This is an optimization exercise on Yosys and OpenROAD, whose aim is small area, a short achievable clock period and few clock cycles per item, not a production implementation. Function was checked by simulation only, so behaviour that the tests miss may differ from the original. Power figures rest on the tool's default switching activity, not on a simulated workload.

Setup of run A:
// input_event_state_tracker
module input_event_state_tracker #(
  parameter int KEY_COUNT    = 256,
  parameter int BUTTON_COUNT = 8
) (
  input  logic                            clk,
  input  logic                            rst,
  input  logic                            cfg_we,
  input  logic [iest_pkg::CFG_IDX_W-1:0]  cfg_index,
  input  logic [iest_pkg::CFG_DATA_W-1:0] cfg_data,
  input  logic                            evt_in_valid,
  output logic                            evt_in_ready,
  input  logic [1:0]                      evt_in_device,
  input  logic [2:0]                      evt_in_kind,
  input  logic [7:0]                      evt_in_key_code,
  input  logic [2:0]                      evt_in_button_index,
  input  logic signed [15:0]              evt_in_pos_x,
  input  logic signed [15:0]              evt_in_pos_y,
  output logic                            evt_out_valid,
  input  logic                            evt_out_ready,
  output logic                            evt_out_synthetic,
  output logic [1:0]                      evt_out_device,
  output logic [2:0]                      evt_out_kind,
  output logic [7:0]                      evt_out_key,
  output logic [2:0]                      evt_out_button,
  output logic signed [15:0]              evt_out_cursor_x,
  output logic signed [15:0]              evt_out_cursor_y,
  output logic                            evt_out_last
);
  localparam int NM = iest_pkg::MOD_SLOTS;
  logic [iest_pkg::SIDE_W-1:0] side_codes;
  logic [iest_pkg::VIRT_W-1:0] virt_codes;
  logic [7:0]                  mod_code [NM];
  logic [255:0]   key_map;
  logic [7:0]     btn_map;
  logic [NM-1:0]  mod_dn;
  logic [2:0]     dirty;
  logic           rdy_q;
  logic           rl_busy;
  logic [3:0]     rl_cnt;
  logic           rl_v;       
  logic [3:0]     rl_i;
  logic [7:0]     rl_key;
  logic           take;
  logic           s0_v;
  logic           s0_rl;
  logic [3:0]     s0_rli;
  logic [1:0]     s0_dev;
  logic [2:0]     s0_kind;
  logic [7:0]     s0_key;
  logic [2:0]     s0_btn;
  logic [15:0]    s0_hhi;     
  logic [15:0]    s0_hlo;     
  logic [7:0]     rd_key;
  logic [7:0]     s0_key_n;
  ...
clock: 8.0 ns
lec_check: 0
abc_clock_period_in_ps: 2500
cap_margin: 20
core_margin: 2
core_utilization: 60
cts_cluster_diameter: 60
cts_cluster_size: 40
place_density: 0.75
setup_slack_margin: 5
slew_margin: 20
standard.sh (not shown) runs the stock make flow with config.mk's settings and CLKGATE_MAP_FILE= SYNTH_SCRIPT=/design/flow/synth_recipe.tcl, a recipe that flattens the netlist after the stock synthesis.
==> flow/flow/run.sh <==
#!/bin/bash
set -euo pipefail
MARGIN=${MARGIN:-5.35}
bash standard.sh SETUP_SLACK_MARGIN=$MARGIN \
  "BUFFER_PORTS_ARGS=-buffer_cell sky130_fd_sc_hd__buf_2" finish > standard.log 2>&1
Run A did not stop at any stage, and its layout met the timing, design-rule and antenna checks.
Testbench counts of run A, summed over its fixed seeds: cycles 24,365, items 24,000.
Modified inputs, run B compared to run A
Settings: CTS_CLUSTER_DIAMETER: 60 -> 80; CTS_CLUSTER_SIZE: 40 -> 25.
diff --git a/flow/flow/run.sh b/flow/flow/run.sh
--- a/flow/flow/run.sh
+++ b/flow/flow/run.sh
@@ -3 +3 @@
-MARGIN=${MARGIN:-5.35}
+MARGIN=${MARGIN:-5.5}
Notes after the runs:
Looking at slack of the worst reg-to-reg path, run B sits 0.05 ns above run A. Max setup slack across run B and run A: run B. Run B against run A; clock power is down by more than 10%. Compared to run A, run B has global-route usage 0.42 points higher. Number of nets at the end of the flow: run B vs run A up 10. Run B against run A: via count fell about 0.7%, global routing usage on met2 rose 1.2 points, met2 routed wirelength rose 3.4%, non-filler instance count after layout about even. Delta (run B minus run A): number of setup buffers added after CTS climbed 5, count of plain and timing-repair buffers climbed 15.
The inputs of run C differ from those of run B as listed below.
Settings: TNS_END_PERCENT now 5, previously not set.
==> flow/flow/run.sh <==
#!/bin/bash
set -euo pipefail
MARGIN=${MARGIN:-5.5}
bash standard.sh SETUP_SLACK_MARGIN=$MARGIN finish > standard.log 2>&1
Run B went all the way through the flow, and no timing, DRC or antenna check failed. Run C completed; timing, DRC and antenna clean. Delta (run C minus run B): sequential portion of the cell area moved down, final instance area moved up, signed area change from the synthesized netlist to the final layout moved up. Run comparison: run B capture point of the critical path evt_out_device[1]; run C capture point of the critical path virt_codes[19]$_SDFFE_PP0P_.

-- static timing again, ports no longer ideal --
The flow's constraints put no driver on any port. The routed layouts listed below were extracted and timed again, unchanged, in two steps. Step 1 sets driving cells, clkbuf_16 on the clock port and buf_2 on the other inputs (assumed; they add their load-dependent delay and slew). Step 2 moves the port delays by t, midway between the first and last clock arrival at a register: inputs arrive t later, outputs are due t later. That takes back most of the time a late clock gives input paths. Three values: no drivers, after step 1, after step 2; two values: the first two.
run | t, ns | setup WS [ns] | worst setup path after step 2
run A | 0.667 | 5.283 / 5.220 / 4.777 | input to register
run B | 0.651 | 5.331 / 5.270 / 4.808 | input to register
run C | 0.654 | 5.278 / 5.267 / 4.664 | input to register
After both steps every run listed still meets setup and hold. For run C, which loses most, drivers alone change the setup slack by -0.011 ns; drivers and shift together by -0.614 ns.
